Source: an optimization exercise on an open RTL-to-GDS flow (aim: small area and few clock cycles per item). Production flows keep margins and buffers that such runs may drop.

==> flow/design.v (excerpt) <==
module fp_mult_pipe #(
    parameter int EXP_W = 8,
    parameter int MAN_W = 23
) (
    input  logic                   clk,
    input  logic                   rst_n,
    input  logic                   in_valid,
    output logic                   in_ready,
    input  logic [EXP_W+MAN_W:0]   a,
    input  logic [EXP_W+MAN_W:0]   b,
    output logic                   out_valid,
    input  logic                   out_ready,
    output logic [EXP_W+MAN_W:0]   product,
    output logic [4:0]             flags
);
For scale: about 41 flip-flops, ~19,000 um^2 of cells after synthesis.
clock: 7.5 ns
lec_check: 0
cap_margin: 20
core_margin: 2
core_utilization: 40
gpl_timing_driven: 0
setup_slack_margin: 0.05
slew_margin: 20
synth_hierarchical: 1
standard.sh (not shown) runs the stock make flow with config.mk's settings and CLKGATE_MAP_FILE= SYNTH_SCRIPT=/design/flow/synth_recipe.tcl, a recipe that flattens the netlist after the stock synthesis.
==> flow/flow/run.sh <==
#!/bin/bash
# Standard layout, with the port buffers taken from the smallest buffer cell.
export BUFFER_PORTS_ARGS="-buffer_cell sky130_fd_sc_hd__buf_2"
bash standard.sh > standard.log 2>&1
Next try:
--- a/flow/design.v
+++ b/flow/design.v
@@ -22,20 +22,20 @@
     logic        v_r;
     logic [47:22] p_r;
     logic        st_r;
     logic [8:0]  e_r;
     logic        s_r;
     logic        f_r;     
     logic        m1_r;    
     logic        m2_r;    
-    logic        hi_s, guard_s, sticky_s, round_up_s;
-    logic [23:0] mant_s;
-    logic [24:0] rounded_s;
-    logic [9:0]  e1_s;
+    logic        hi_s, ru_hi_s, ru_lo_s, ru_s, ao_mid_s, rc_s, inexact_s;
+    logic [22:0] mant_s, man_out_s;
+    logic [1:0]  inc_s;
+    logic [7:0]  ex0_s, ex_s;
     logic        ovf_s, unf_s;
     assign in_ready  = ~(v_r & ~out_ready);
     assign out_valid = v_r;
     assign a_zero_s = (a[30:23] == 8'h00);
     assign b_zero_s = (b[30:23] == 8'h00);
     assign a_max_s  = (a[30:23] == 8'hFF);
     assign b_max_s  = (b[30:23] == 8'hFF);
     assign a_mz_s   = (a[22:0] == 23'd0);
@@ -1650,41 +1650,51 @@
             st_r <= st_s;
             e_r  <= {1'b0, a[30:23]} + {1'b0, b[30:23]};
             s_r  <= sign_s & ~(nan_s | inv_s);
             f_r  <= nan_s | inf_s;
             m1_r <= (nan_s | inv_s) | (~inf_s & zero_s);
             m2_r <= inv_s;
         end
     end
-    assign hi_s       = p_r[47];
-    assign mant_s     = hi_s ? p_r[47:24] : p_r[46:23];
-    assign guard_s    = hi_s ? p_r[23] : p_r[22];
-    assign sticky_s   = st_r | (hi_s & p_r[22]);
-    assign round_up_s = guard_s & (sticky_s | mant_s[0]);
-    assign rounded_s  = {1'b0, mant_s} + {24'd0, round_up_s};
-    assign e1_s       = {1'b0, e_r} + {9'd0, hi_s} + {9'd0, rounded_s[24]};
-    assign ovf_s      = (e1_s >= 10'd382);
-    assign unf_s      = (e1_s <= 10'd127);
+    assign hi_s      = p_r[47];
+    assign ru_hi_s   = p_r[23] & (st_r | p_r[22] | p_r[24]);
+    assign ru_lo_s   = p_r[22] & (st_r | p_r[23]);
+    assign ru_s      = hi_s ? ru_hi_s : ru_lo_s;
+    assign ao_mid_s  = &p_r[45:24];
+    assign rc_s      = hi_s ? (ru_hi_s & ao_mid_s & p_r[46]) : (ru_lo_s & ao_mid_s & p_r[23]);
+    assign mant_s    = hi_s ? p_r[46:24] : p_r[45:23];
+    assign man_out_s = mant_s + {22'd0, ru_s};
+    assign inexact_s = st_r | p_r[22] | (hi_s & p_r[23]);
+    assign inc_s     = {1'b0, hi_s} + {1'b0, rc_s};
+    assign ex0_s     = e_r[7:0] + 8'd129;
+    assign ex_s      = ex0_s + {6'd0, inc_s};
+    always_comb begin
+        case (inc_s)
+            2'd0:    begin ovf_s = (e_r >= 9'd382); unf_s = (e_r <= 9'd127); end
+            2'd1:    begin ovf_s = (e_r >= 9'd381); unf_s = (e_r <= 9'd126); end
+            default: begin ovf_s = (e_r >= 9'd380); unf_s = (e_r <= 9'd125); end
+        endcase
+    end
     always_comb begin
         if (f_r) begin
             product = {s_r, 8'hFF, m1_r, 22'd0};
             flags   = {m2_r, 4'b0001};
         end else if (m1_r) begin
             product = {s_r, 31'd0};
             flags   = 5'b00000;
         end else if (ovf_s) begin
             product = {s_r, 8'hFF, 23'd0};
             flags   = 5'b01010;
         end else if (unf_s) begin
             product = {s_r, 31'd0};
             flags   = 5'b00110;
         end else begin
-            product = {s_r, e1_s[7:0] + 8'd129, rounded_s[22:0]};
-            flags   = {3'b000, guard_s | sticky_s, 1'b0};
+            product = {s_r, ex_s, man_out_s};
+            flags   = {3'b000, inexact_s, 1'b0};
         end
     end
 endmodule
 module fp_mult_fa (
     input  logic x,
     input  logic y,
     input  logic z,
     output logic s,
Outcome: Fmax went down slightly. Global-route usage goes up by 0.60 points. Worst setup slack is worse by 0.085 ns. Final area rises slightly. Register-to-register slack is better by 0.07 ns. Clock skew hardly moves. Core utilization grows by 1.1 points. Sequential share of layout area stays flat.
No functional check of the RTL was part of any run of this note.

## port drivers added, routing unchanged
No port has a modelled driver above. Below, the same layouts with a new extraction and two added sets of constraints.
Step 1 assumes that a clkbuf_16 drives the clock port and a buf_2 every other input.
Step 2, shift: input delay + t, output delay - t, t = (earliest + latest rising clock arrival at the registers) / 2. This alone moves slack from input paths to output paths.
Three values: ideal, step 1, step 2; two values: the first two.
| run | t (ns) | setup slack, ns | hold WS [ns] | clock arrival spread, ns | worst register clock-pin slew, ns |
|---|---|---|---|---|---|
| the first run | 0.315 | 0.182 / 0.190 / -0.125 | 0.863 / 0.863 / 0.863 | 0.010 / 0.010 | 0.06 / 0.06 |
| the second run | 0.326 | 0.097 / 0.056 / -0.269 | 0.763 / 0.763 / 0.763 | 0.005 / 0.005 | 0.06 / 0.06 |
Met with ideal ports but missed after step 2: setup timing in the first run and the second run. The setup slack of the second run, which loses most, moves by -0.041 ns with the drivers and by -0.366 ns with both steps.
